Background: an optimization exercise with open tools, aiming at a short achievable clock period and few clock cycles. Do not read the settings as production practice. RTL that was checked went through simulation tests only; none was proved equivalent to the original. For runs 1 and 2, only the layout was checked, not whether the RTL still works. Power and IR drop assume default switching activity.

## flow/run.sh

```bash
#!/bin/bash
# synth_recipe.tcl (not shown) runs the flow's synth.tcl, then flattens the netlist and writes it again
# the make line also repeats each setting of config.mk as NAME=value (left out here)
make -C /OpenROAD-flow-scripts/flow DESIGN_CONFIG=/design/flow/config.mk WORK_HOME=/design/flow/orfs CLKGATE_MAP_FILE= SYNTH_SCRIPT=/design/flow/synth_recipe.tcl finish
```

## flow/constraint.sdc

```tcl
create_clock -name core_clock -period 5.0 [get_ports {clk}]
set_input_delay 1.0000 -clock core_clock [delete_from_list [all_inputs] [get_ports {clk}]]
set_output_delay 1.0000 -clock core_clock [all_outputs]
set_load 0.01 [all_outputs]
```

## flow/design.v

```verilog
package cpu_pkg;
	typedef logic [16-1:0] addr_t;
	typedef logic [8-1:0] data_t;
	typedef logic [3:0] nibble_t;
	typedef logic [3:0] reg_sel_t;
	typedef enum logic [3:0] {
		GRP_IDL_LDN, GRP_INC, GRP_DEC, GRP_SBR,
		GRP_LDA, GRP_STR, GRP_IO, GRP_CTRL,
		GRP_GLO, GRP_GHI, GRP_PLO, GRP_PHI,
		GRP_LBR, GRP_SEP, GRP_SEX, GRP_ALU
	} op_group_t;
	typedef enum logic [1:0] {
		ST_FETCH,
		ST_EXEC,
		ST_MEM_WAIT,
		ST_IDLE
	} core_state_t;
	typedef enum logic [3:0] {
		ALU_PASS, ALU_OR, ALU_AND, ALU_XOR, ALU_ADD,
		ALU_SD, ALU_SHR, ALU_SM, ALU_SHL
	} alu_op_t;
endpackage
module cpu_alu (
	input  logic clk,
	input  logic inv_d,
	input  logic inv_m,
	input  logic arith,
	input  logic [1:0] lop,
	input  cpu_pkg::data_t d,
	input  cpu_pkg::data_t m,
	output cpu_pkg::data_t res,
	output logic df_out,
	output logic df_we
);
	cpu_pkg::data_t a, b;
	logic [4:0] sum_lo, sum_hi0, sum_hi1;
	logic [4:0] s_hi0, s_hi1;
	logic [3:0] s_lo1;
	logic c1, ar1;
	cpu_pkg::data_t lg1;
	assign a = inv_d ? ~d : d;
	assign b = inv_m ? ~m : m;
	assign sum_lo = {1'b0, a[3:0]} + {1'b0, b[3:0]} + {4'h0, inv_d || inv_m};
	assign sum_hi0 = {1'b0, a[7:4]} + {1'b0, b[7:4]};
	assign sum_hi1 = {1'b0, a[7:4]} + {1'b0, b[7:4]} + 5'd1;
	always_ff @(posedge clk) begin
		s_hi0 <= sum_hi0;    
		s_hi1 <= sum_hi1;
		s_lo1 <= sum_lo[3:0];
		c1 <= sum_lo[4];
		ar1 <= arith;
		case (lop)
			2'd1: lg1 <= d | m;
			2'd2: lg1 <= d & m;
			2'd3: lg1 <= d ^ m;
			default: lg1 <= m;
		endcase
	end
	assign res = ar1 ? {c1 ? s_hi1[3:0] : s_hi0[3:0], s_lo1} : lg1;
	assign df_out = c1 ? s_hi1[4] : s_hi0[4];
	assign df_we = ar1;
endmodule
module qspi_rom_reader (
	input  logic clk,
	input  logic rst,
	input  logic go,
	input  cpu_pkg::addr_t addr,
	input  cpu_pkg::nibble_t rom_din,
	input  logic inj,                   
	input  cpu_pkg::data_t inj_byte,    
	output logic rom_cs_n,
	output logic rom_sclk,
	output cpu_pkg::nibble_t rom_dout,
	output cpu_pkg::nibble_t rom_oe_n,
	output cpu_pkg::data_t data,
	output logic ev    
);
	logic act;
	logic [4:0] tc;
	cpu_pkg::nibble_t din_q;
	cpu_pkg::nibble_t hi_r;
	logic ready;
	logic t28;
	assign ready = !act || t28;
	assign data = {hi_r, din_q};
	always_ff @(posedge clk) begin
		din_q <= inj ? inj_byte[3:0] : rom_din;
		if (inj)
			hi_r <= inj_byte[7:4];
		else if (tc == 5'd25)
			hi_r <= din_q;
	end
	always_ff @(posedge clk) begin
		if (rst) begin
			ev <= 1'b0;
			t28 <= 1'b0;
			act <= 1'b0;
			tc <= 5'd0;
			rom_cs_n <= 1'b1;
			rom_sclk <= 1'b0;
			rom_dout <= 4'h0;
			rom_oe_n <= 4'hF;
		end else if (ready) begin
			ev <= inj;
			t28 <= 1'b0;
			tc <= 5'd0;
			act <= go;
			rom_cs_n <= !go;
			rom_sclk <= 1'b0;
			rom_oe_n <= go ? 4'h0 : 4'hF;
			rom_dout <= 4'h0;
		end else begin
			tc <= tc + 5'd1;
			ev <= tc == 5'd26 || inj;
			t28 <= tc == 5'd27;
			rom_cs_n <= tc == 5'd27;
			rom_sclk <= !tc[0];
			rom_oe_n <= (tc >= 5'd15) ? 4'hF : 4'h0;
			case (tc)
				5'd3, 5'd4: rom_dout <= addr[15:12];
				5'd5, 5'd6: rom_dout <= addr[11:8];
				5'd7, 5'd8: rom_dout <= addr[7:4];
				5'd9, 5'd10: rom_dout <= addr[3:0];
				5'd11, 5'd12: rom_dout <= 4'b1010;
				5'd13, 5'd14: rom_dout <= 4'b0101;
				default: rom_dout <= 4'h0;
			endcase
		end
	end
endmodule
module mem_ctrl (
	input  logic clk,
	input  logic rst,
	input  logic [15:0] row,
	input  logic [7:0] we_col,
	input  logic [2:0] col,
	input  cpu_pkg::data_t wdata,
	input  logic re,
	input  logic tag,
	output cpu_pkg::data_t rdata,
	output logic rv,
	output logic rtag,
	output cpu_pkg::data_t sel,
	output logic v1,
	output logic tag1
);
	cpu_pkg::data_t ram [0:127];
	cpu_pkg::data_t m1 [0:7];
	cpu_pkg::data_t m1_d [0:7];
	logic [2:0] col1;
	always_ff @(posedge clk) begin
		for (int j = 0; j < 8; j++)
			for (int i = 0; i < 16; i++)
				if (we_col[j] && row[i])
					ram[j * 16 + i] <= wdata;
	end
	always_comb begin
		for (int j = 0; j < 8; j++) begin
			m1_d[j] = '0;
			for (int i = 0; i < 16; i++)
				m1_d[j] = m1_d[j] | (ram[j * 16 + i] & {8{row[i]}});
		end
	end
	always_ff @(posedge clk) begin
		for (int j = 0; j < 8; j++)
			m1[j] <= m1_d[j];
		col1 <= col;
		tag1 <= tag;
		rdata <= sel;
		rtag <= tag1;
	end
	assign sel = m1[col1];
	always_ff @(posedge clk) begin
		if (rst) begin
			v1 <= 1'b0;
			rv <= 1'b0;
		end else begin
			v1 <= re;
			rv <= v1;
		end
	end
endmodule
module cpu_core (
	input  logic clk,
	input  logic rst,
	input  cpu_pkg::nibble_t ef_n,
	output logic q,
	output logic go,
	output cpu_pkg::addr_t fa,
	input  logic ev,
	input  cpu_pkg::data_t fbyte,
	output logic [15:0] ra_row,
	output logic [7:0] ra_wcol,
	output logic [2:0] ra_col,
	output cpu_pkg::data_t rwd,
	output logic rre,
	output logic rrtag,
	input  cpu_pkg::data_t rdat,
	input  logic rv,
	input  logic rvtag
);
	function automatic logic [15:0] oh16(input logic [3:0] v);
		oh16 = 16'd1 << v;
	endfunction
	function automatic logic [7:0] oh8(input logic [2:0] v);
		oh8 = 8'd1 << v;
	endfunction
	cpu_pkg::addr_t regs [0:15];
	logic [15:0] p_oh;      
	logic [15:0] x_oh;      
	logic x_eq_p;
	logic [15:0] idx1_oh;   
	logic [15:0] wsel;      
	cpu_pkg::addr_t wdat;
	cpu_pkg::addr_t rd_s, rd_t;
	cpu_pkg::data_t d;
	logic df, dz;
	cpu_pkg::reg_sel_t p, x;
	cpu_pkg::nibble_t ef_meta, ef;
	cpu_pkg::data_t ir;
	cpu_pkg::data_t b;
	cpu_pkg::addr_t t, s;
	logic gone;        
	logic exp_opnd;    
	logic alu_fl;      
	logic alu_go;      
	logic alu_go2;     
	cpu_pkg::data_t alu_res, alu_m;
	logic alu_df, alu_df_we;
	logic [1:0] rw_cnt;    
	logic a_inv_d, a_inv_m, a_arith;    
	logic [1:0] a_lop;
	logic pwp, e_wp;       
	logic st_wait, st_ex1, st_ex2, st_fetch, st_fl1, st_apw, st_nxt0, st_wb, st_halt, st_rw;
	logic f_idl, f_br, f_str, f_req, f_seq, f_glo, f_ghi, f_plo, f_phi, f_inc, f_dec;
	logic f_sep, f_sex, f_shr, f_shl, f_ldop, f_incw, use_x, use_p, use_n, rd;
	logic f_lda, f_ldxa, f_imm, f_aluop, f_plain, rfast, rp_ram;
	logic n15, eq_np, a_go, b_go;
	logic x15, tinc15;
	logic e_rdf, e_rdr, e_str, e_wb, e_apw, e_glo, e_ghi, e_shr, e_shl, e_seq, e_req;
	logic e_sex, e_sep, e_brnt, e_fa_s, e_ra_s, e_tinc, e_rwait;
	logic [1:0] e_rwn;
	logic e_wd_tinc, e_wd_sinc, e_wd_sdec, e_wd_plo, e_wd_phi;
	logic [15:0] e_wsel;
	cpu_pkg::data_t ob;
	logic opc_ev, opnd_ev, ram_opnd;
	logic [3:0] on, og;
	logic cond, taken_d, rd_d, o_ldn, o_lda, o_ldxa, o_alux, o_imm, o_br, o_sep;
	logic o_nmod, o_idl, o_other;
	logic [15:0] b15, b15f;
	assign opnd_ev = ev && exp_opnd;
	assign opc_ev = st_wait && ev && !exp_opnd;
	assign ram_opnd = rv && !rvtag;
	assign ob = fbyte;
	assign on = ob[3:0];
	assign og = ob[7:4];
	always_comb begin
		for (int i = 0; i < 16; i++) begin
			b15[i] = regs[i][15];
			b15f[i] = wsel[i] ? wdat[15] : regs[i][15];    
		end
	end
	always_comb begin
		rd_s = '0;
		rd_t = '0;
		for (int i = 0; i < 16; i++) begin
			rd_s = rd_s | (regs[i] & {16{idx1_oh[i]}});
			rd_t = rd_t | (regs[i] & {16{p_oh[i]}});
		end
	end
	always_comb begin
		case (on[2:0])
			3'd0: cond = 1'b1;
			3'd1: cond = q;
			3'd2: cond = dz;
			3'd3: cond = df;
			default: cond = ef[on[1:0]];
		endcase
		taken_d = cond ^ on[3];
		o_idl = ob == 8'h00;
		o_ldn = og == 4'h0 && on != 4'h0;
		o_lda = og == 4'h4;
		o_ldxa = ob == 8'h72;
		o_alux = og == 4'hF && !on[3] && on != 4'h6;
		o_imm = og == 4'hF && on[3] && on != 4'hE;
		o_br = og == 4'h3;
		o_sep = og == 4'hD;
		o_nmod = og == 4'h1 || og == 4'h2 || og == 4'hA || og == 4'hB;
		rd_d = o_ldn || o_lda || o_ldxa || o_alux || o_imm || (o_br && taken_d);
		o_other = !rd_d && !o_idl && !o_sep && !o_br && !(o_nmod && on == p);
	end
	always_comb begin
		case (1'b1)
			st_ex1: go = a_go || (b_go && !n15);
			st_fl1: go = !t[15];
			st_fetch: go = !gone && !t[15];
			default: go = 1'b0;
		endcase
	end
	assign alu_go = alu_fl || (rv && !rvtag && f_aluop);
	assign alu_m = alu_fl ? b : rdat;
	cpu_alu i_alu (
		.clk    (clk),
		.inv_d  (a_inv_d),
		.inv_m  (a_inv_m),
		.arith  (a_arith),
		.lop    (a_lop),
		.d      (d),
		.m      (alu_m),
		.res    (alu_res),
		.df_out (alu_df),
		.df_we  (alu_df_we)
	);
	cpu_pkg::addr_t s_inc, s_dec, t_inc;
	assign s_inc = s + 16'd1;
	assign s_dec = s - 16'd1;
	assign t_inc = t + 16'd1;
	always_ff @(posedge clk) begin
		for (int i = 0; i < 16; i++) begin
			if (rst && i == 0)
				regs[i] <= 16'h0000;
			else if (!rst && wsel[i])
				regs[i] <= wdat;
		end
	end
	always_ff @(posedge clk) begin
		ef_meta <= ~ef_n;
		ef <= ef_meta;
		if (st_fetch && x == p)
			x15 <= t_inc[15];
		else if (|(wsel & x_oh))
			x15 <= wdat[15];
		else
			x15 <= b15[x];
		if (st_fetch)
			tinc15 <= t[15] ^ (&t[14:1]);
		else
			tinc15 <= t[15] ^ (&t[14:0]);
		x_eq_p <= x == p;
		wdat <= ((st_fetch || (st_ex2 && e_wd_tinc)) ? t_inc : 16'h0)
			| ((st_ex2 && e_wd_sinc) ? s_inc : 16'h0)
			| ((st_ex2 && e_wd_sdec) ? s_dec : 16'h0)
			| ((st_ex2 && e_wd_plo) ? {s[15:8], d} : 16'h0)
			| ((st_ex2 && e_wd_phi) ? {d, s[7:0]} : 16'h0);
		rwd <= d;
		if (st_ex1) begin
			s <= rd_s;
			a_inv_d <= ir[7:4] == 4'hF && ir[2:0] == 3'd5;
			a_inv_m <= ir[7:4] == 4'hF && ir[2:0] == 3'd7;
			a_arith <= ir[7:4] == 4'hF && (ir[2:0] == 3'd4 || ir[2:0] == 3'd5 || ir[2:0] == 3'd7);
			a_lop <= (ir[7:4] == 4'hF && ir[2:0] >= 3'd1 && ir[2:0] <= 3'd3) ? ir[1:0] : 2'd0;
		end
		if (opc_ev) begin
			ir <= ob;
			f_idl <= o_idl;
			f_br <= o_br;
			f_str <= og == 4'h5;
			f_req <= ob == 8'h7A;
			f_seq <= ob == 8'h7B;
			f_glo <= og == 4'h8;
			f_ghi <= og == 4'h9;
			f_plo <= og == 4'hA;
			f_phi <= og == 4'hB;
			f_inc <= og == 4'h1;
			f_dec <= og == 4'h2;
			f_sep <= o_sep;
			f_sex <= og == 4'hE;
			f_shr <= ob == 8'hF6;
			f_shl <= ob == 8'hFE;
			f_ldop <= o_ldn || o_lda || o_ldxa || o_alux || o_imm;
			f_lda <= o_lda;
			f_imm <= o_imm;
			f_ldxa <= o_ldxa;
			f_plain <= o_ldn || o_lda || o_ldxa || ob == 8'hF0 || ob == 8'hF8;
			f_aluop <= (o_alux || o_imm) && on[2:0] != 3'd0;
			rfast <= !rd_d && !o_idl && !o_sep && og != 4'h5 && !(o_nmod && on == p)
				&& (o_br ? tinc15 : t[15]);
			rp_ram <= rd_d && (o_imm || o_br) && t[15];
			f_incw <= o_lda || o_ldxa || o_imm;
			use_x <= o_ldxa || o_alux;
			use_p <= o_imm || o_br;
			use_n <= !(o_ldxa || o_alux || o_imm || o_br);
			rd <= rd_d;
			idx1_oh <= (o_ldxa || o_alux) ? x_oh : oh16(on);
			n15 <= b15f[on];
			eq_np <= on == p;
			a_go <= !o_idl && (((o_ldn || o_lda || o_imm || (o_br && taken_d)) && !t[15])
				|| ((o_ldxa || o_alux) && (!x15 || !t[15]))
				|| (o_br && !taken_d && !tinc15)
				|| (o_other && !t[15]));
			b_go <= o_ldn || o_lda || o_sep;
		end
		if (st_ex1) begin
			e_rdf <= rd && !(use_x ? x15 : use_p ? t[15] : n15);
			e_rdr <= rd && (use_x ? x15 : use_p ? t[15] : n15);
			e_apw <= rd && (use_x ? x15 : use_p ? t[15] : n15) && !go && f_br;
			e_rwait <= rd && (use_x ? x15 : use_p ? t[15] : n15) && !go && !f_br;
			e_rwn <= (f_aluop && !use_p) ? 2'd1 : 2'd0;
			e_tinc <= f_imm || (f_lda && eq_np) || (f_ldxa && x_eq_p);
			e_fa_s <= !use_p;
			e_str <= f_str;
			e_ra_s <= f_str || !use_p;
			e_wb <= (f_inc || f_dec || f_plo || f_phi) && eq_np;
			e_glo <= f_glo;
			e_ghi <= f_ghi;
			e_shr <= f_shr;
			e_shl <= f_shl;
			e_seq <= f_seq;
			e_req <= f_req;
			e_sex <= f_sex;
			e_sep <= f_sep;
			e_brnt <= f_br && !rd;
			e_wd_tinc <= rd && f_incw && use_p;
			e_wd_sinc <= (rd && f_incw && !use_p) || f_inc;
			e_wd_sdec <= f_dec;
			e_wd_plo <= f_plo;
			e_wd_phi <= f_phi;
			e_wsel <= (rd && f_incw) ? (use_p ? p_oh : idx1_oh) :
				(f_inc || f_dec || f_plo || f_phi) ? idx1_oh : 16'h0;
			e_wp <= (rd && f_incw && use_p)
				|| (((rd && f_incw) || f_inc || f_dec || f_plo || f_phi) && |(idx1_oh & p_oh));
		end
	end
	always_ff @(posedge clk) begin
		if (rst) begin
			st_wait <= 1'b0;
			st_ex1 <= 1'b0;
			st_ex2 <= 1'b0;
			st_fetch <= 1'b1;
			st_fl1 <= 1'b0;
			st_apw <= 1'b0;
			st_nxt0 <= 1'b0;
			st_wb <= 1'b0;
			st_halt <= 1'b0;
			st_rw <= 1'b0;
			t <= 16'h0000;
			p <= '0;
			p_oh <= 16'd1;
			x <= '0;
			x_oh <= 16'd1;
			d <= '0;
			dz <= 1'b1;
			df <= 1'b0;
			q <= 1'b0;
			gone <= 1'b0;
			exp_opnd <= 1'b0;
			alu_fl <= 1'b0;
			alu_go2 <= 1'b0;
			wsel <= '0;
			pwp <= 1'b0;
			ra_wcol <= '0;
			rre <= 1'b0;
		end else begin
			st_wait <= (st_wait && !opc_ev && !opnd_ev) || st_fetch || (st_ex2 && e_rdf);
			st_ex1 <= opc_ev;
			st_ex2 <= st_ex1 && !f_idl;
			st_halt <= st_halt || (st_ex1 && f_idl);
			st_fetch <= (st_ex2 && !e_rdf && !e_apw && !e_wb && !(e_rwait && e_rwn != 2'd0))
				|| st_fl1 || st_nxt0 || (st_apw && ram_opnd) || (st_rw && rw_cnt == 2'd1);
			st_rw <= (st_ex2 && e_rwait && e_rwn != 2'd0) || (st_rw && rw_cnt != 2'd1);
			if (st_ex2)
				rw_cnt <= e_rwn;
			else if (st_rw)
				rw_cnt <= rw_cnt - 2'd1;
			st_fl1 <= st_wait && opnd_ev;
			st_apw <= (st_ex2 && e_apw) || (st_apw && !ram_opnd);
			st_wb <= st_ex2 && e_wb;
			st_nxt0 <= st_wb;
			alu_fl <= opnd_ev && f_ldop;
			if (opnd_ev)
				b <= fbyte;
			alu_go2 <= alu_go;
			if (alu_go2) begin
				d <= alu_res;
				dz <= alu_res == 8'h00;
				if (alu_df_we)
					df <= alu_df;
			end else if (ram_opnd && f_plain) begin
				d <= rdat;
				dz <= rdat == 8'h00;
			end
			if (st_wait && opnd_ev && f_br)
				t[7:0] <= fbyte;
			else if (st_apw && ram_opnd && f_br)
				t[7:0] <= rdat;
			else if ((st_wait && !opc_ev && !pwp) || st_nxt0)
				t <= rd_t;
			else if (st_ex2 && e_sep)
				t <= s;
			else if (st_ex2 && (e_brnt || (e_rwait && e_tinc)))
				t <= t_inc;    
			else if (st_fetch)
				t <= t_inc;
			wsel <= st_ex2 ? e_wsel : st_fetch ? p_oh : 16'h0;
			pwp <= st_ex2 ? e_wp : st_fetch;
			if (st_ex1)
				gone <= go || rfast;
			else if (st_fetch)
				gone <= 1'b0;
			else if (st_fl1)
				gone <= !t[15];
			else if (st_apw && ram_opnd)
				gone <= t[15];
			if (st_fetch)
				exp_opnd <= 1'b0;
			else if (st_ex2 && e_rdf)
				exp_opnd <= 1'b1;
			if (st_fetch || (st_ex2 && e_rdf && !e_fa_s))
				fa <= t;
			else if (st_ex2 && e_rdf)
				fa <= s;
			ra_wcol <= (st_ex2 && e_str && s[15]) ? oh8(s[6:4]) : 8'h0;
			rre <= (st_ex1 && (rfast || rp_ram)) || (st_ex2 && e_rdr && e_ra_s)
				|| (st_fetch && !gone && t[15]) || (st_apw && ram_opnd && t[15]);
			if (st_apw && ram_opnd) begin
				ra_row <= oh16(rdat[3:0]);
				ra_col <= rdat[6:4];
				rrtag <= 1'b1;
			end else if (st_ex1 && rfast) begin
				ra_row <= f_br ? oh16(t_inc[3:0]) : oh16(t[3:0]);
				ra_col <= f_br ? t_inc[6:4] : t[6:4];
				rrtag <= 1'b1;
			end else if (st_ex1 && rp_ram) begin
				ra_row <= oh16(t[3:0]);
				ra_col <= t[6:4];
				rrtag <= 1'b0;
			end else if (st_ex2 && (e_rdr || e_str)) begin
				ra_row <= e_ra_s ? oh16(s[3:0]) : oh16(t[3:0]);
				ra_col <= e_ra_s ? s[6:4] : t[6:4];
				rrtag <= 1'b0;
			end else if (st_fetch) begin
				ra_row <= oh16(t[3:0]);
				ra_col <= t[6:4];
				rrtag <= 1'b1;
			end
			if (st_ex2) begin
				if (e_glo) begin
					d <= s[7:0];
					dz <= s[7:0] == 8'h00;
				end
				if (e_ghi) begin
					d <= s[15:8];
					dz <= s[15:8] == 8'h00;
				end
				if (e_shr) begin
					d <= {1'b0, d[7:1]};
					dz <= d[7:1] == 7'h00;
					df <= d[0];
				end
				if (e_shl) begin
					d <= {d[6:0], 1'b0};
					dz <= d[6:0] == 7'h00;
					df <= d[7];
				end
				if (e_seq)
					q <= 1'b1;
				if (e_req)
					q <= 1'b0;
				if (e_sex) begin
					x <= ir[3:0];
					x_oh <= idx1_oh;
				end
				if (e_sep) begin
					p <= ir[3:0];
					p_oh <= idx1_oh;
				end
			end
		end
	end
endmodule
module cpu_top (
	input  logic clk,
	input  logic rst_n,
	input  cpu_pkg::nibble_t ef_n,
	input  cpu_pkg::nibble_t rom_din,
	output logic q,
	output logic rom_cs_n,
	output logic rom_sclk,
	output cpu_pkg::nibble_t rom_dout,
	output cpu_pkg::nibble_t rom_oe_n
);
	logic rst;
	always_ff @(posedge clk)
		rst <= !rst_n;
	logic go;
	cpu_pkg::addr_t fa;
	logic ev;
	cpu_pkg::data_t rsel;
	logic rv1, rtag1;
	cpu_pkg::data_t fbyte;
	logic [15:0] ra_row;
	logic [7:0] ra_wcol;
	logic [2:0] ra_col;
	logic rre, rrtag, rv, rvtag;
	cpu_pkg::data_t rwd, rdat;
	cpu_core i_core (
		.clk   (clk),
		.rst   (rst),
		.ef_n  (ef_n),
		.q     (q),
		.go    (go),
		.fa    (fa),
		.ev    (ev),
		.fbyte (fbyte),
		.ra_row  (ra_row),
		.ra_wcol (ra_wcol),
		.ra_col  (ra_col),
		.rwd   (rwd),
		.rre   (rre),
		.rrtag (rrtag),
		.rdat  (rdat),
		.rv    (rv),
		.rvtag (rvtag)
	);
	qspi_rom_reader i_rom (
		.clk      (clk),
		.rst      (rst),
		.go       (go),
		.addr     (fa),
		.rom_din  (rom_din),
		.inj      (rv1 && rtag1),
		.inj_byte (rsel),
		.rom_cs_n (rom_cs_n),
		.rom_sclk (rom_sclk),
		.rom_dout (rom_dout),
		.rom_oe_n (rom_oe_n),
		.data     (fbyte),
		.ev       (ev)
	);
	mem_ctrl i_ram (
		.clk   (clk),
		.rst   (rst),
		.row    (ra_row),
		.we_col (ra_wcol),
		.col    (ra_col),
		.wdata (rwd),
		.re    (rre),
		.tag   (rrtag),
		.rdata (rdat),
		.rv    (rv),
		.rtag  (rvtag),
		.sel   (rsel),
		.v1    (rv1),
		.tag1  (rtag1)
	);
endmodule
```

## flow/config.mk

```make
export PLATFORM = sky130hd
export DESIGN_NAME = cpu_top
export DESIGN_NICKNAME = cpu_top
export VERILOG_FILES = /design/flow/design.v
export SDC_FILE = /design/flow/constraint.sdc
export NUM_CORES = 4
export LEC_CHECK = 0
export ABC_CLOCK_PERIOD_IN_PS = 2000
export CAP_MARGIN = 20
export CORE_MARGIN = 2
export CORE_UTILIZATION = 70
export CTS_CLUSTER_DIAMETER = 60
export CTS_CLUSTER_SIZE = 30
export PLACE_DENSITY = 0.78
export SETUP_SLACK_MARGIN = 3.0
export SLEW_MARGIN = 20
```

==> summary.txt, run 1 <==
====================================================================================
CTS tree ..............................................................        built
CTS Hold Buffers Added ................................................            0
Height of the die .....................................................       314 µm
Number of storage elements in the synthesis netlist ...................         1710
Largest area contributor in the netlist ...............................     edfxtp_1
Power per Cell Area ...................................................   353 nW/µm²
Critical path startpoint .............................................. i_rom.rom_oe_n[2]
Overall power after layout ............................................      26.8 mW
Antenna violations before repair ......................................           14
Routed length per placed instance .....................................      34.1 µm
Worst-case headroom to the max-slew limit .............................        30.3%
Leading cell types in the layout, fill and taps excluded .............. edfxtp_1, a22o_1, a221oi_1, nand2_1, dfxtp_1
Most frequent cell on the critical path ...............................        buf_6
Share of the cycle needed by the critical path after routing ..........        46.1%
Starting utilization of the core area .................................        70.6%
Post-synth design cell area ...........................................    67100 µm²
Initial DRT Pass Iterations ...........................................            7
Via Count .............................................................        45200
Cell type group with the largest total delay on the critical path .....   flip-flops
Clock-pin transition on the worst setup and hold timing paths .........      0.10 ns
Wire length of the first global-routing pass ..........................    285000 µm
Tightest Pin Transition ...............................................      1.04 ns
Setup repair after global routing missed its margin ...................          yes
Peak Freq .............................................................    0.434 GHz
Die ar. ...............................................................    98300 µm²
Leakage dissipation ...................................................      26.0 nW
Die Width .............................................................       314 µm
Share of flip-flops with an asynchronous set or reset .................           0%
Layout overhead on the synthesized area ...............................        13.3%
Crit-path slowest cell ................................................      dfxtp_4
Hold Violations, Final ................................................            0
Launching element type of the critical path ...........................     register
Count of input and output buffers .....................................           20
Worst setup EP type ...................................................   output pin
Synth warnings ........................................................            9
Gr usage total ........................................................        39.9%
Maximum level of the CTS H-tree .......................................            3
CP Depth ..............................................................            2
Post-DR vias/cell .....................................................         7.60
Final Instance Count excl. Fillers ....................................         5944
Sequential-to-total area share from yosys stat ........................        72.4%
Crit path required time ...............................................      4.00 ns
List of cells traversed by the critical path .......................... buf_6 > buf_6
Total number of nets in the final design ..............................         4638
VDD IR max ............................................................       454 µV
Weighted congestion at the end of routability-driven global placement .        0.957
Placed Instance Area ..................................................    68600 µm²
Core area .............................................................    95000 µm²
Maximum buffer depth of the clock tree ................................            3
Critical path class ...................................................   reg -> out
Max Fanout on Critical Path ...........................................            4
Most used DFF post-synth ..............................................     edfxtp_1
Cells after DPL .......................................................         5536
Avg Cell Area, Syn ....................................................     14.9 µm²
Final routed wirelength across all metal layers .......................    203000 µm
Final number of max-transition violations .............................            0
DRC violation count after routing .....................................            0
Combined buffer and inverter count along the critical path ............            2
CTS Root Buffer Type ..................................................    clkbuf_16
Total non-filler cell area in the finished layout .....................    76000 µm²
Number of DRC markers in iteration 0 ..................................         8526
Most common library cell in the layout ignoring fill and taps .........     edfxtp_1
Net count of the mapped netlist .......................................         4572
Pre-CTS setup slack ...................................................      1.79 ns
Reg2reg path depth ....................................................            6
Post-Route Skew .......................................................    0.0393 ns
Largest registers ranked by flip-flop count ........................... i_ram.ram: 1024 flops, i_core.regs: 256 flops, i_ram.m1: 64 flops
FF-to-FF End .......................................................... i_core.wdat[15]
Num CTS Buffers .......................................................          108
Top cells by area in the synthesized netlist .......................... edfxtp_1, dfxtp_1, a221oi_1
Run status ............................................................ finished clean
TritonCTS Sinks .......................................................         1710
Clk Latency, worst-skew pair ..........................................      0.75 ns
Number of enable flip-flop cells after synthesis ......................         1431
HPWL Detailed .........................................................    115000 µm
Number of instances in the synthesized netlist ........................         4515
Worst min-delay path category .........................................   reg -> reg
Fraction of final layout cells sized beyond drive strength 1 ..........        17.1%
Largest register by flop count ........................................    i_ram.ram
Placement Rows ........................................................          113
Pin count of the biggest net entering global routing ..................          123
Aggregate global routing overflow .....................................            0
Flip-flop count of the largest register, all copies and words added ...         1024
Minimum setup slack in the final design ...............................      2.70 ns
Final TNS setup .......................................................         0 ns
Setup violations, final ...............................................            0
Crit path capture .....................................................  rom_oe_n[0]
Number of max-cap violations ..........................................            0
Count of pins on the block boundary ...................................           21
Number of global-route vias before repair .............................        42000
Number of different library cells in the post-synthesis netlist .......           86
Critical Path Max Stage Delay .........................................      0.37 ns
Portion of synthesized cell area occupied by the leading cell type ....        64.1%
Worst endpoint data arrival time ......................................      1.30 ns
Worst r2r src .........................................................  i_core.s[9]
Min cycle time layout .................................................      2.30 ns
Antenna-violating nets left ...........................................            0
Setup slack of the most critical reg-to-reg path ......................      2.75 ns
====================================================================================
-- worst reg2reg max path: stages, from the launching register on --
cell      delay (ns)
edfxtp_1        0.58
nand4_1         0.31
nor4_4          0.41
or3b_1          0.40
xnor2_1         0.15
a22oi_2         0.19
nand2_1         0.10
-- cell families (layout without fill, tap and decap cells) --
group | count (synthesis) | in the layout | share of synthesized area, %
other cells | 0 | 3 | 0
flops | 1710 | 1710 | 72.4
buf+inv | 413 | 570 | 2.40
xor+xnor | 56 | 56 | 0.731
fa+ha+maj | 47 | 47 | 0.910
simple gates | 924 | 925 | 7.00
compound gates | 1273 | 1276 | 14.9
mux | 92 | 92 | 1.67
-- synthesized netlist by cell type (all sizes together), types with 58 or more instances --
master     n
nand2    246
nand4    113
mux2i     58
edfxtp  1431
nor2     173
clkbuf   301
a221oi   395
nand3     60
inv       64
a22o     388
a21oi    140
a22oi     64
and2     147
dfxtp    279
o21ai    115
-- power breakdown --
part           total, mW  internal [mW]  switching [mW]  leakage, nW
sequential          15.4           15.3           0.135         16.3
clock               10.4           4.85            5.58         2.03
combinational      0.968          0.353           0.615         7.74
-- layout make-up --
type	instances	area, µm²
tap	1265	1580
timing repair buffer	300	2990
fill	5073	19000
antenna	3	7.51
clock inverter	85	1370
multi-input combinational	2396	18200
inverter	65	269
clock buffer	120	2870
sequential	1710	48700
-- layer usage --
layer  wire, µm  vias to the layer above  global-route usage [%]
li1           -                    18300                       -
met1      71900                    22000                    58.2
met2      88000                     4109                    57.7
met3      33500                      762                    12.2
met4       9180                       14                    14.4
met5         92                        -                   0.290
-- worst min path at each step --
stage	startpoint	to	slack [ns]	depth (start not counted)
after floorplan	i_core.ef_meta[0]	i_core.ef[0]	0.31	0
after global placement	i_core.ef_meta[1]	i_core.ef[1]	0.32	0
after detailed placement	i_core.ef_meta[1]	i_core.ef[1]	0.32	0
after CTS	i_core.ef_meta[1]	i_core.ef[1]	0.34	0
after global routing	i_core.ef_meta[3]	i_core.ef[3]	0.34	0
final	i_core.ef_meta[1]	i_core.ef[1]	0.34	0
-- timing repair --
action	4_1_cts	5_1_grt
hold endpoints to repair	0	0
gates cloned	4	6
pin swaps	36	80
resized for setup	234	187
buffers inserted	125	65
endpoints found under the setup margin	399	116
-- per-stage QoR --
step	util (%)	hold WS, ns
floorplan	-	0.310
global placement	72.1	0.316
detailed placement	72.2	0.321
CTS	78.4	0.337
global route	80.0	0.340
finish	80.0	0.336
==> run 2, diff against run 1 <==
--- a/flow/design.v
+++ b/flow/design.v
@@ -33,19 +33,17 @@
 	output logic df_we
 );
 	cpu_pkg::data_t a, b;
-	logic [4:0] sum_lo, sum_hi0, sum_hi1;
-	logic [4:0] s_hi0, s_hi1;
-	logic [3:0] s_lo1;
+	logic [4:0] sum_lo, sum_hi;
+	logic [3:0] a_hi1, b_hi1, s_lo1;
 	logic c1, ar1;
 	cpu_pkg::data_t lg1;
 	assign a = inv_d ? ~d : d;
 	assign b = inv_m ? ~m : m;
 	assign sum_lo = {1'b0, a[3:0]} + {1'b0, b[3:0]} + {4'h0, inv_d || inv_m};
-	assign sum_hi0 = {1'b0, a[7:4]} + {1'b0, b[7:4]};
-	assign sum_hi1 = {1'b0, a[7:4]} + {1'b0, b[7:4]} + 5'd1;
+	assign sum_hi = {1'b0, a_hi1} + {1'b0, b_hi1} + {4'h0, c1};
 	always_ff @(posedge clk) begin
-		s_hi0 <= sum_hi0;    
-		s_hi1 <= sum_hi1;
+		a_hi1 <= a[7:4];
+		b_hi1 <= b[7:4];
 		s_lo1 <= sum_lo[3:0];
 		c1 <= sum_lo[4];
 		ar1 <= arith;
@@ -56,8 +54,8 @@
 			default: lg1 <= m;
 		endcase
 	end
-	assign res = ar1 ? {c1 ? s_hi1[3:0] : s_hi0[3:0], s_lo1} : lg1;
-	assign df_out = c1 ? s_hi1[4] : s_hi0[4];
+	assign res = ar1 ? {sum_hi[3:0], s_lo1} : lg1;
+	assign df_out = sum_hi[4];
 	assign df_we = ar1;
 endmodule
 module qspi_rom_reader (
@@ -73,22 +71,22 @@
 	output cpu_pkg::nibble_t rom_dout,
 	output cpu_pkg::nibble_t rom_oe_n,
 	output cpu_pkg::data_t data,
+	output logic [15:0] hi_oh,    
 	output logic ev    
 );
 	logic act;
 	logic [4:0] tc;
 	cpu_pkg::nibble_t din_q;
-	cpu_pkg::nibble_t hi_r;
+	cpu_pkg::nibble_t hi_r, hi_next;
 	logic ready;
 	logic t28;
 	assign ready = !act || t28;
 	assign data = {hi_r, din_q};
+	assign hi_next = inj ? inj_byte[7:4] : (tc == 5'd25) ? din_q : hi_r;
 	always_ff @(posedge clk) begin
 		din_q <= inj ? inj_byte[3:0] : rom_din;
-		if (inj)
-			hi_r <= inj_byte[7:4];
-		else if (tc == 5'd25)
-			hi_r <= din_q;
+		hi_r <= hi_next;
+		hi_oh <= 16'd1 << hi_next;
 	end
 	always_ff @(posedge clk) begin
 		if (rst) begin
@@ -115,7 +113,9 @@
 			t28 <= tc == 5'd27;
 			rom_cs_n <= tc == 5'd27;
 			rom_sclk <= !tc[0];
-			rom_oe_n <= (tc >= 5'd15) ? 4'hF : 4'h0;
+			rom_oe_n[0] <= tc >= 5'd15;
+			for (int k = 1; k < 4; k++)
+				rom_oe_n[k] <= rom_oe_n[k] || tc == 5'd15;
 			case (tc)
 				5'd3, 5'd4: rom_dout <= addr[15:12];
 				5'd5, 5'd6: rom_dout <= addr[11:8];
@@ -189,6 +189,7 @@
 	output cpu_pkg::addr_t fa,
 	input  logic ev,
 	input  cpu_pkg::data_t fbyte,
+	input  logic [15:0] g_oh,    
 	output logic [15:0] ra_row,
 	output logic [7:0] ra_wcol,
 	output logic [2:0] ra_col,
@@ -231,7 +232,9 @@
 	logic a_inv_d, a_inv_m, a_arith;    
 	logic [1:0] a_lop;
 	logic pwp, e_wp;       
-	logic st_wait, st_ex1, st_ex2, st_fetch, st_fl1, st_apw, st_nxt0, st_wb, st_halt, st_rw;
+	logic pwp_d;           
+	cpu_pkg::addr_t rdt_r;    
+	logic st_wait, st_ex1, st_ex2, st_fetch, st_fl1, st_apw, st_nxt0, st_wb, st_wb2, st_halt, st_rw;
 	logic f_idl, f_br, f_str, f_req, f_seq, f_glo, f_ghi, f_plo, f_phi, f_inc, f_dec;
 	logic f_sep, f_sex, f_shr, f_shl, f_ldop, f_incw, use_x, use_p, use_n, rd;
 	logic f_lda, f_ldxa, f_imm, f_aluop, f_plain, rfast, rp_ram;
@@ -277,15 +280,15 @@
 			default: cond = ef[on[1:0]];
 		endcase
 		taken_d = cond ^ on[3];
-		o_idl = ob == 8'h00;
-		o_ldn = og == 4'h0 && on != 4'h0;
-		o_lda = og == 4'h4;
-		o_ldxa = ob == 8'h72;
-		o_alux = og == 4'hF && !on[3] && on != 4'h6;
-		o_imm = og == 4'hF && on[3] && on != 4'hE;
-		o_br = og == 4'h3;
-		o_sep = og == 4'hD;
-		o_nmod = og == 4'h1 || og == 4'h2 || og == 4'hA || og == 4'hB;
+		o_idl = (g_oh[0] && on == 4'h0);
+		o_ldn = g_oh[0] && on != 4'h0;
+		o_lda = g_oh[4];
+		o_ldxa = (g_oh[7] && on == 4'h2);
+		o_alux = g_oh[15] && !on[3] && on != 4'h6;
+		o_imm = g_oh[15] && on[3] && on != 4'hE;
+		o_br = g_oh[3];
+		o_sep = g_oh[13];
+		o_nmod = g_oh[1] || g_oh[2] || g_oh[10] || g_oh[11];
 		rd_d = o_ldn || o_lda || o_ldxa || o_alux || o_imm || (o_br && taken_d);
 		o_other = !rd_d && !o_idl && !o_sep && !o_br && !(o_nmod && on == p);
 	end
@@ -343,6 +346,7 @@
 			| ((st_ex2 && e_wd_plo) ? {s[15:8], d} : 16'h0)
 			| ((st_ex2 && e_wd_phi) ? {d, s[7:0]} : 16'h0);
 		rwd <= d;
+		rdt_r <= rd_t;
 		if (st_ex1) begin
 			s <= rd_s;
 			a_inv_d <= ir[7:4] == 4'hF && ir[2:0] == 3'd5;
@@ -354,26 +358,26 @@
 			ir <= ob;
 			f_idl <= o_idl;
 			f_br <= o_br;
-			f_str <= og == 4'h5;
-			f_req <= ob == 8'h7A;
-			f_seq <= ob == 8'h7B;
-			f_glo <= og == 4'h8;
-			f_ghi <= og == 4'h9;
-			f_plo <= og == 4'hA;
-			f_phi <= og == 4'hB;
-			f_inc <= og == 4'h1;
-			f_dec <= og == 4'h2;
+			f_str <= g_oh[5];
+			f_req <= (g_oh[7] && on == 4'hA);
+			f_seq <= (g_oh[7] && on == 4'hB);
+			f_glo <= g_oh[8];
+			f_ghi <= g_oh[9];
+			f_plo <= g_oh[10];
+			f_phi <= g_oh[11];
+			f_inc <= g_oh[1];
+			f_dec <= g_oh[2];
 			f_sep <= o_sep;
-			f_sex <= og == 4'hE;
-			f_shr <= ob == 8'hF6;
-			f_shl <= ob == 8'hFE;
+			f_sex <= g_oh[14];
+			f_shr <= (g_oh[15] && on == 4'h6);
+			f_shl <= (g_oh[15] && on == 4'hE);
 			f_ldop <= o_ldn || o_lda || o_ldxa || o_alux || o_imm;
 			f_lda <= o_lda;
 			f_imm <= o_imm;
 			f_ldxa <= o_ldxa;
-			f_plain <= o_ldn || o_lda || o_ldxa || ob == 8'hF0 || ob == 8'hF8;
+			f_plain <= o_ldn || o_lda || o_ldxa || (g_oh[15] && on == 4'h0) || (g_oh[15] && on == 4'h8);
 			f_aluop <= (o_alux || o_imm) && on[2:0] != 3'd0;
-			rfast <= !rd_d && !o_idl && !o_sep && og != 4'h5 && !(o_nmod && on == p)
+			rfast <= !rd_d && !o_idl && !o_sep && !g_oh[5] && !(o_nmod && on == p)
 				&& (o_br ? tinc15 : t[15]);
 			rp_ram <= rd_d && (o_imm || o_br) && t[15];
 			f_incw <= o_lda || o_ldxa || o_imm;
@@ -381,7 +385,7 @@
 			use_p <= o_imm || o_br;
 			use_n <= !(o_ldxa || o_alux || o_imm || o_br);
 			rd <= rd_d;
-			idx1_oh <= (o_ldxa || o_alux) ? x_oh : oh16(on);
+			idx1_oh <= oh16((o_ldxa || o_alux) ? x : on);
 			n15 <= b15f[on];
 			eq_np <= on == p;
 			a_go <= !o_idl && (((o_ldn || o_lda || o_imm || (o_br && taken_d)) && !t[15])
@@ -431,6 +435,7 @@
 			st_apw <= 1'b0;
 			st_nxt0 <= 1'b0;
 			st_wb <= 1'b0;
+			st_wb2 <= 1'b0;
 			st_halt <= 1'b0;
 			st_rw <= 1'b0;
 			t <= 16'h0000;
@@ -448,6 +453,7 @@
 			alu_go2 <= 1'b0;
 			wsel <= '0;
 			pwp <= 1'b0;
+			pwp_d <= 1'b0;
 			ra_wcol <= '0;
 			rre <= 1'b0;
 		end else begin
@@ -465,7 +471,8 @@
 			st_fl1 <= st_wait && opnd_ev;
 			st_apw <= (st_ex2 && e_apw) || (st_apw && !ram_opnd);
 			st_wb <= st_ex2 && e_wb;
-			st_nxt0 <= st_wb;
+			st_wb2 <= st_wb;
+			st_nxt0 <= st_wb2;
 			alu_fl <= opnd_ev && f_ldop;
 			if (opnd_ev)
 				b <= fbyte;
@@ -483,8 +490,8 @@
 				t[7:0] <= fbyte;
 			else if (st_apw && ram_opnd && f_br)
 				t[7:0] <= rdat;
-			else if ((st_wait && !opc_ev && !pwp) || st_nxt0)
-				t <= rd_t;
+			else if ((st_wait && !opc_ev && !pwp && !pwp_d) || st_nxt0)
+				t <= rdt_r;
 			else if (st_ex2 && e_sep)
 				t <= s;
 			else if (st_ex2 && (e_brnt || (e_rwait && e_tinc)))
@@ -493,6 +500,7 @@
 				t <= t_inc;
 			wsel <= st_ex2 ? e_wsel : st_fetch ? p_oh : 16'h0;
 			pwp <= st_ex2 ? e_wp : st_fetch;
+			pwp_d <= pwp;
 			if (st_ex1)
 				gone <= go || rfast;
 			else if (st_fetch)
@@ -586,6 +594,7 @@
 	cpu_pkg::addr_t fa;
 	logic ev;
 	cpu_pkg::data_t rsel;
+	logic [15:0] g_oh;
 	logic rv1, rtag1;
 	cpu_pkg::data_t fbyte;
 	logic [15:0] ra_row;
@@ -602,6 +611,7 @@
 		.fa    (fa),
 		.ev    (ev),
 		.fbyte (fbyte),
+		.g_oh  (g_oh),
 		.ra_row  (ra_row),
 		.ra_wcol (ra_wcol),
 		.ra_col  (ra_col),
@@ -625,6 +635,7 @@
 		.rom_dout (rom_dout),
 		.rom_oe_n (rom_oe_n),
 		.data     (fbyte),
+		.hi_oh    (g_oh),
 		.ev       (ev)
 	);
 	mem_ctrl i_ram (
==> summary.txt, run 2 <==
====================================================================================
CTS Root Buffer Type ..................................................    clkbuf_16   unchanged
Aggregate global routing overflow .....................................            0   unchanged
DRC violation count after routing .....................................            0   unchanged
Die ar. ...............................................................    99700 µm²   was 98300 µm²
Net count of the mapped netlist .......................................         4589   was 4572
CTS Hold Buffers Added ................................................            0   unchanged
Worst min-delay path category .........................................   reg -> reg   unchanged
Met1 usage in global routing ..........................................        53.9%   was 58.2%
Post-synth design cell area ...........................................    68000 µm²   was 67100 µm²
Crit path capture .....................................................  i_core.d[5]   was rom_oe_n[0]
Final Instance Count excl. Fillers ....................................         5895   was 5944
Leakage dissipation ...................................................      24.9 nW   was 26.0 nW
FF-to-FF End ..........................................................  i_core.d[5]   was i_core.wdat[15]
Initial DRT Pass Iterations ...........................................           13   was 7
Clock-pin transition on the worst setup and hold timing paths .........      0.09 ns   was 0.10 ns
Layout overhead on the synthesized area ...............................        10.9%   was 13.3%
Maximum level of the CTS H-tree .......................................            3   unchanged
Most used DFF post-synth ..............................................     edfxtp_1   unchanged
Routed length per placed instance .....................................      34.2 µm   was 34.1 µm
Weighted congestion at the end of routability-driven global placement .         1.03   was 0.957
Number of instances in the synthesized netlist ........................         4533   was 4515
Portion of synthesized cell area occupied by the leading cell type ....        63.0%   was 64.1%
Most frequent cell on the critical path ...............................         fa_2   was buf_6
Largest area contributor in the netlist ...............................     edfxtp_1   unchanged
Worst setup EP type ...................................................     register   was output pin
Die Width .............................................................       316 µm   was 314 µm
Flip-flop count of the largest register, all copies and words added ...         1024   unchanged
Number of different library cells in the post-synthesis netlist .......           90   was 86
Critical Path Max Stage Delay .........................................      0.57 ns   was 0.37 ns
Setup violations, final ...............................................            0   unchanged
Antenna-violating nets left ...........................................            0   unchanged
Core area .............................................................    96600 µm²   was 95000 µm²
Critical path class ...................................................   reg -> reg   was reg -> out
Min cycle time layout .................................................      2.33 ns   was 2.30 ns
Share of flip-flops with an asynchronous set or reset .................           0%   unchanged
Count of input and output buffers .....................................           20   unchanged
Leading cell types in the layout, fill and taps excluded .............. edfxtp_1, a22o_1, a221oi_1, dfxtp_1, nand2_1   was edfxtp_1, a22o_1, a221oi_1, nand2_1, dfxtp_1
GRT Max-Usage Layer ...................................................         met2   was met1
Post-DR vias/cell .....................................................         7.60   about the same
Reg2reg path depth ....................................................            6   unchanged
Height of the die .....................................................       316 µm   was 314 µm
Maximum buffer depth of the clock tree ................................            3   unchanged
Share of the cycle needed by the critical path after routing ..........        46.5%   was 46.1%
Worst endpoint data arrival time ......................................      2.97 ns   was 1.30 ns
Pin count of the biggest net entering global routing ..................          108   was 123
Met2 layer usage reported by global route .............................        61.8%   was 57.7%
Worst-case headroom to the max-slew limit .............................        30.1%   was 30.3%
Antenna violations before repair ......................................            2   was 14
Crit path required time ...............................................      5.64 ns   was 4.00 ns
Hold Violations, Final ................................................            0   unchanged
Met3 GRT Util .........................................................        7.73%   was 12.2%
Post-Route Skew .......................................................    0.0393 ns   about the same
Fraction of final layout cells sized beyond drive strength 1 ..........        14.7%   was 17.1%
Launching element type of the critical path ...........................     register   unchanged
List of cells traversed by the critical path .......................... fa_2 > fa_2 > mux2i_4 > a211o_1 > a221o_1 > a311oi_1   was buf_6 > buf_6
Critical path startpoint .............................................. i_core.i_alu.b_hi1[0]   was i_rom.rom_oe_n[2]
Wire length of the first global-routing pass ..........................    287000 µm   was 285000 µm
Worst r2r src ......................................................... i_core.i_alu.b_hi1[0]   was i_core.s[9]
Peak Freq .............................................................    0.430 GHz   was 0.434 GHz
Max Fanout on Critical Path ...........................................            3   was 4
Synth warnings ........................................................            9   unchanged
TritonCTS Sinks .......................................................         1743   was 1710
Number of storage elements in the synthesis netlist ...................         1743   was 1710
Run status ............................................................ finished clean   unchanged
Gr usage total ........................................................        40.0%   was 39.9%
Clk Latency, worst-skew pair ..........................................      0.76 ns   was 0.75 ns
Setup repair after global routing missed its margin ...................          yes   unchanged
Final routed wirelength across all metal layers .......................    201000 µm   was 203000 µm
Starting utilization of the core area .................................        70.5%   was 70.6%
Largest register by flop count ........................................    i_ram.ram   unchanged
HPWL Detailed .........................................................    118000 µm   was 115000 µm
Sequential-to-total area share from yosys stat ........................        72.3%   was 72.4%
Most used standard cell by instance count after synthesis .............     edfxtp_1   unchanged
Avg Cell Area, Syn ....................................................     15.0 µm²   was 14.9 µm²
Count of pins on the block boundary ...................................           21   unchanged
Number of DRC markers in iteration 0 ..................................         7060   was 8526
Via Count .............................................................        44800   was 45200
Leading cell types by count after synthesis ........................... edfxtp_1, a22o_1, a221oi_1   was edfxtp_1, a221oi_1, a22o_1
Most common library cell in the layout ignoring fill and taps .........     edfxtp_1   unchanged
Crit-path slowest cell ................................................         fa_2   was dfxtp_4
Placement Rows ........................................................          114   was 113
VDD IR max ............................................................       460 µV   was 454 µV
Setup slack of the most critical reg-to-reg path ......................      2.67 ns   was 2.75 ns
Number of fill cells in the layout ....................................         5306   was 5073
Power per Cell Area ...................................................   366 nW/µm²   was 353 nW/µm²
Tightest Pin Transition ...............................................      1.05 ns   was 1.04 ns
Cells after DPL .......................................................         5575   was 5536
Final number of max-transition violations .............................            0   unchanged
CTS tree ..............................................................        built   unchanged
Number of enable flip-flop cells after synthesis ......................         1427   was 1431
Launch point of the worst hold path ................................... i_core.ef_meta[0]   was i_core.ef_meta[1]
Num CTS Buffers .......................................................          111   was 108
Top cells by area in the synthesized netlist .......................... edfxtp_1, dfxtp_1, a22o_1   was edfxtp_1, dfxtp_1, a221oi_1
Number of max-cap violations ..........................................            0   unchanged
Final TNS setup .......................................................         0 ns   unchanged
Largest registers ranked by flip-flop count ........................... i_ram.ram: 1024 flops, i_core.regs: 256 flops, i_ram.m1: 64 flops   unchanged
Number of global-route vias before repair .............................        42100   was 42000
Number of stages on the worst hold path ...............................            0   unchanged
Total number of nets in the final design ..............................         4574   was 4638
====================================================================================
==> run 2: repair_timing <==
item | in CTS | in global routing
cloned | 3 | 2
resized for setup | 167 | 110
setup endpoints to repair | 401 | 199
pin swaps | 22 | 33
setup buffers | 61 | 40
==> run 2: layout make-up <==
cell class	count	area [µm²]	share of cell area, %
repair buffers	215	1950	2.58
flip-flops and latches	1743	49300	65.3
inverters	63	248	0.328
clock inverters	96	1400	1.86
multi-input cells	2384	18100	24.0
diodes	2	5.00	0.00663
well taps	1276	1600	2.12
clock buffers	116	2860	3.79
==> run 2: worst min-delay path by stage <==
stage | end | slack [ns]
after global placement | i_core.ef[3] | 0.32
after floorplan | i_core.ef[0] | 0.31
after detailed placement | i_core.ef[3] | 0.31
final | i_core.ef[0] | 0.34
after global routing | i_core.ef[3] | 0.34
after CTS | i_core.ef[3] | 0.34
==> run 2: stage by stage <==
stage / setup slack (ns) / util, % / hold slack [ns] / area, µm² / power [mW]
floorplan: 2.85 / - / 0.310 / 68200 / 16.7
global placement: 2.30 / 72.0 / 0.318 / 69500 / 17.1
detailed placement: 2.23 / 72.0 / 0.314 / 69500 / 17.1
CTS: 2.67 / 77.3 / 0.343 / 74700 / 27.5
global route: 2.62 / 78.1 / 0.341 / 75500 / 28.1
finish: 2.67 / 78.1 / 0.343 / 75500 / 27.6
==> run 2: routing by layer <==
layer | share of wire, % | vias to the layer above
met5 | 0 | -
met1 | 35 | 22000
met2 | 46 | 3640
met4 | 7.5 | 0
li1 | - | 18300
met3 | 12 | 880
==> run 2: cells by family after synthesis <==
family | share of synthesized area (%)
and+or+nand+nor | 7.16
adders and majority gates | 0.890
AOI/OAI and AO/OA | 15.0
xor gates and xnor gates | 0.554
buffers and inverters | 2.33
DFF | 72.3
muxes | 1.78
==> run 2: power by group <==
part           internal (mW)  switching (mW)
clock network           4.92            5.70
registers               15.6           0.234
logic                  0.431           0.688
==> run 2: worst max-delay path, delay by kind of cell (launching register included) <==
family | cells | cell delay (ns)
mux | 1 | 0.08
compound gates | 3 | 0.85
flops | 1 | 0.33
fa+ha+maj | 2 | 0.98
==> run 3, diff against run 2 <==
--- a/flow/design.v
+++ b/flow/design.v
@@ -347,8 +347,8 @@
 			| ((st_ex2 && e_wd_phi) ? {d, s[7:0]} : 16'h0);
 		rwd <= d;
 		rdt_r <= rd_t;
+		s <= rd_s;    
 		if (st_ex1) begin
-			s <= rd_s;
 			a_inv_d <= ir[7:4] == 4'hF && ir[2:0] == 3'd5;
 			a_inv_m <= ir[7:4] == 4'hF && ir[2:0] == 3'd7;
 			a_arith <= ir[7:4] == 4'hF && (ir[2:0] == 3'd4 || ir[2:0] == 3'd5 || ir[2:0] == 3'd7);
==> summary.txt, run 3 <==
====================================================================================
Share of flip-flops with an asynchronous set or reset .................           0%   unchanged
Worst-case headroom to the max-slew limit .............................        20.5%   was 30.1%
Worst r2r src ......................................................... i_core.i_alu.c1   was i_core.i_alu.b_hi1[0]
Capture endpoint of the worst hold path ............................... i_core.ef[1]   was i_core.ef[0]
Number of stages on the worst hold path ...............................            0   unchanged
Run status ............................................................ finished clean   unchanged
Crit path required time ...............................................      4.00 ns   was 5.64 ns
Height of the die .....................................................       315 µm   was 316 µm
Met2 layer usage reported by global route .............................        60.5%   was 61.8%
Final routed wirelength across all metal layers .......................    198000 µm   was 201000 µm
Die ar. ...............................................................    98900 µm²   was 99700 µm²
Min cycle time layout .................................................      2.21 ns   was 2.33 ns
TritonCTS Sinks .......................................................         1743   unchanged
List of cells traversed by the critical path ..........................     clkbuf_2   was fa_2 > fa_2 > mux2i_4 > a211o_1 > a221o_1 > a311oi_1
Maximum buffer depth of the clock tree ................................            3   unchanged
DRC violation count after routing .....................................            0   unchanged
Net count of the mapped netlist .......................................         4567   was 4589
CTS tree ..............................................................        built   unchanged
Combined buffer and inverter count along the critical path ............            1   was 0
Final number of max-transition violations .............................            0   unchanged
GRT Max-Usage Layer ...................................................         met2   unchanged
Clock-pin transition on the worst setup and hold timing paths .........      0.09 ns   about the same
Worst min-delay path category .........................................   reg -> reg   unchanged
Launch point of the worst hold path ................................... i_core.ef_meta[1]   was i_core.ef_meta[0]
Largest area contributor in the netlist ...............................     edfxtp_1   unchanged
Launching element type of the critical path ...........................     register   unchanged
Clk Latency, worst-skew pair ..........................................      0.77 ns   was 0.76 ns
Wire length of the first global-routing pass ..........................    284000 µm   was 287000 µm
Pin count of the biggest net entering global routing ..................           79   was 108
Final Instance Count excl. Fillers ....................................         5878   was 5895
Cell type group with the largest total delay on the critical path .....   flip-flops   was adder cells
VDD IR max ............................................................       374 µV   was 460 µV
Critical Path Max Stage Delay .........................................      0.35 ns   was 0.57 ns
Leakage dissipation ...................................................      24.8 nW   was 24.9 nW
Sequential-to-total area share from yosys stat ........................        72.6%   was 72.3%
Count of pins on the block boundary ...................................           21   unchanged
Avg Cell Area, Syn ....................................................     15.0 µm²   about the same
CTS Root Buffer Type ..................................................    clkbuf_16   unchanged
Post-synth design cell area ...........................................    67500 µm²   was 68000 µm²
Core area .............................................................    95300 µm²   was 96600 µm²
Hold Violations, Final ................................................            0   unchanged
Largest registers ranked by flip-flop count ........................... i_ram.ram: 1024 flops, i_core.regs: 256 flops, i_ram.m1: 64 flops   unchanged
Total number of nets in the final design ..............................         4570   was 4574
Max Fanout on Critical Path ...........................................            2   was 3
Number of enable flip-flop cells after synthesis ......................         1411   was 1427
HPWL Detailed .........................................................    117000 µm   was 118000 µm
Power per Cell Area ...................................................   367 nW/µm²   was 366 nW/µm²
Post-layout utilization of the core ...................................        78.9%   was 78.1%
Largest register by flop count ........................................    i_ram.ram   unchanged
Most used standard cell by instance count after synthesis .............     edfxtp_1   unchanged
Overall power after layout ............................................      27.6 mW   about the same
Fraction of final layout cells sized beyond drive strength 1 ..........        15.1%   was 14.7%
Met3 GRT Util .........................................................        6.96%   was 7.73%
Routed length per placed instance .....................................      33.7 µm   was 34.2 µm
Critical path class ...................................................   reg -> out   was reg -> reg
Crit-path slowest cell ................................................      dfxtp_4   was fa_2
Setup violations, final ...............................................            0   unchanged
Reg2reg path depth ....................................................            7   was 6
Worst setup EP type ...................................................   output pin   was register
CTS Hold Buffers Added ................................................            0   unchanged
Placement Rows ........................................................          113   was 114
Aggregate global routing overflow .....................................            0   unchanged
Tightest Pin Transition ...............................................      1.18 ns   was 1.05 ns
Most common library cell in the layout ignoring fill and taps .........     edfxtp_1   unchanged
Post-Route Skew .......................................................    0.0323 ns   was 0.0393 ns
Layout overhead on the synthesized area ...............................        11.4%   was 10.9%
Number of storage elements in the synthesis netlist ...................         1743   unchanged
Num CTS Buffers .......................................................          109   was 111
Flip-flop count of the largest register, all copies and words added ...         1024   unchanged
Number of global-route vias before repair .............................        41600   was 42100
Number of DRC markers in iteration 0 ..................................         7272   was 7060
Post-DR vias/cell .....................................................         7.53   was 7.60
Share of the cycle needed by the critical path after routing ..........        44.2%   was 46.5%
Via Count .............................................................        44300   was 44800
Most used DFF post-synth ..............................................     edfxtp_1   unchanged
Cells after DPL .......................................................         5562   was 5575
FF-to-FF End ..........................................................    i_core.dz   was i_core.d[5]
Weighted congestion at the end of routability-driven global placement .         1.01   was 1.03
Met1 usage in global routing ..........................................        55.0%   was 53.9%
Leading cell types by count after synthesis ........................... edfxtp_1, a22o_1, a221oi_1   unchanged
Final TNS setup .......................................................         0 ns   unchanged
Hold WS ...............................................................     0.327 ns   was 0.343 ns
Leading cell types in the layout, fill and taps excluded .............. edfxtp_1, a22o_1, a221oi_1, dfxtp_1, nand2_1   unchanged
Peak Freq .............................................................    0.453 GHz   was 0.430 GHz
Antenna violations before repair ......................................            3   was 2
Maximum level of the CTS H-tree .......................................            3   unchanged
Number of instances in the synthesized netlist ........................         4511   was 4533
Setup repair after global routing missed its margin ...................          yes   unchanged
Die Width .............................................................       315 µm   was 316 µm
Initial DRT Pass Iterations ...........................................            9   was 13
Count of input and output buffers .....................................           20   unchanged
Starting utilization of the core area .................................        70.8%   was 70.5%
Number of different library cells in the post-synthesis netlist .......           91   was 90
Worst endpoint data arrival time ......................................      1.21 ns   was 2.97 ns
Antenna-violating nets left ...........................................            0   unchanged
Gr usage total ........................................................        39.7%   was 40.0%
Portion of synthesized cell area occupied by the leading cell type ....        62.8%   was 63.0%
Setup slack of the most critical reg-to-reg path ......................      2.80 ns   was 2.67 ns
Synth warnings ........................................................            9   unchanged
Top cells by area in the synthesized netlist .......................... edfxtp_1, dfxtp_1, a22o_1   unchanged
Number of max-cap violations ..........................................            0   unchanged
====================================================================================
run 3: cell types whose count changed after synthesis, moves of 16 or more:
cell      previous run  this run
o32ai_1             19         1
a22oi_1              7        24
edfxtp_1          1427      1411
dfxtp_1            316       332
nand3_1             51        69
a21oi_1            129       149
run 3: what timing repair did:
item	4_1_cts	5_1_grt
endpoints found under the setup margin	843	214
cloned	2	3
gates resized for setup	193	107
buffers inserted	51	50
pin swaps	16	34
run 3: kinds of logic (layout without fill, tap and decap cells):
| group | count (synthesis) | count (layout) | share of synthesized area, % |
|---|---|---|---|
| mux | 93 | 93 | 1.76 |
| fa+ha+maj | 46 | 46 | 0.897 |
| buf+inv | 402 | 501 | 2.32 |
| compound gates | 1252 | 1252 | 14.6 |
| other cells | 0 | 2 | 0 |
| xor+xnor | 54 | 54 | 0.701 |
| flops | 1743 | 1743 | 72.6 |
| simple gates | 921 | 922 | 7.08 |
run 3: area by class of cell:
class | instances | area (µm²)
fillers | 5240 | 20100
diodes | 2 | 5.00
multi-input cells | 2367 | 17800
repair buffers | 231 | 2210
inverters | 61 | 240
clock buffers | 113 | 2770
repair inverters | 1 | 7.51
flip-flops and latches | 1743 | 49200
clock inverters | 95 | 1470
well taps | 1265 | 1580
run 3: where the power goes:
part / leakage, nW / total (mW) / internal [mW] / switching, mW
registers: 15.4 / 15.8 / 15.6 / 0.208
logic: 7.38 / 1.20 / 0.471 / 0.725
clock network: 2.04 / 10.6 / 4.77 / 5.79
run 3: worst max-delay path by stage:
stage | endpoint | slack [ns] | from | cells past startpoint
4_1_cts | rom_sclk | 2.61 | i_rom.tc[0] | 1
3_5_place_dp | i_rom.hi_oh[4] | 2.33 | i_ram.col1[2] | 6
6_report | rom_sclk | 2.79 | i_rom.tc[0] | 1
5_1_grt | i_core.dz | 2.71 | i_core.i_alu.c1 | 7
2_1_floorplan | i_core.d[5] | 3.00 | i_core.i_alu.a_hi1[0] | 7
3_3_place_gp | i_rom.hi_oh[4] | 2.40 | i_ram.col1[2] | 6
run 3: stage by stage:
stage,cell area [µm²],setup WS (ns)
floorplan,67600,3.00
global placement,69000,2.40
detailed placement,69000,2.33
CTS,74300,2.61
global route,75200,2.71
finish,75200,2.79
run 3: layer usage:
layer	part of all wire, %	routed length, µm
met1	35	69800
met4	7.3	14400
met3	12	24100
met2	45	89600
met5	0.0071	14
Testbench counts of run 3, summed over its fixed seeds: cycles 1,075,645.

[separate check: timing with driven ports]
In the flow no input, the clock included, has a driving cell. The finished layouts below were timed again as built, in two steps.
Step 1 (the two cells are an assumption about what drives the block):
set clk [get_ports {clk}]
set_driving_cell -lib_cell sky130_fd_sc_hd__clkbuf_16 $clk
set_driving_cell -lib_cell sky130_fd_sc_hd__buf_2 [delete_from_list [all_inputs] $clk]
Step 2 times the ports against the registers' clock, not the clock port: input delays grow and output delays shrink by t, the midpoint of the rising clock arrivals with the driver on.
Slacks: ideal / step 1 / step 2; pairs: ideal / step 1.
run	t (ns)	slack for setup (ns)	worst setup path at the end	clock arrival spread, ns	pins driven straight from the clock port
run 1	0.791	2.697 / 2.631 / 2.754	register to register	0.049 / 0.049	1
run 2	0.812	2.674 / 2.674 / 2.674	register to register	0.045 / 0.045	1
run 3	0.819	2.791 / 2.721 / 2.799	register to register	0.043 / 0.043	1
After both steps every run listed still meets setup and hold.
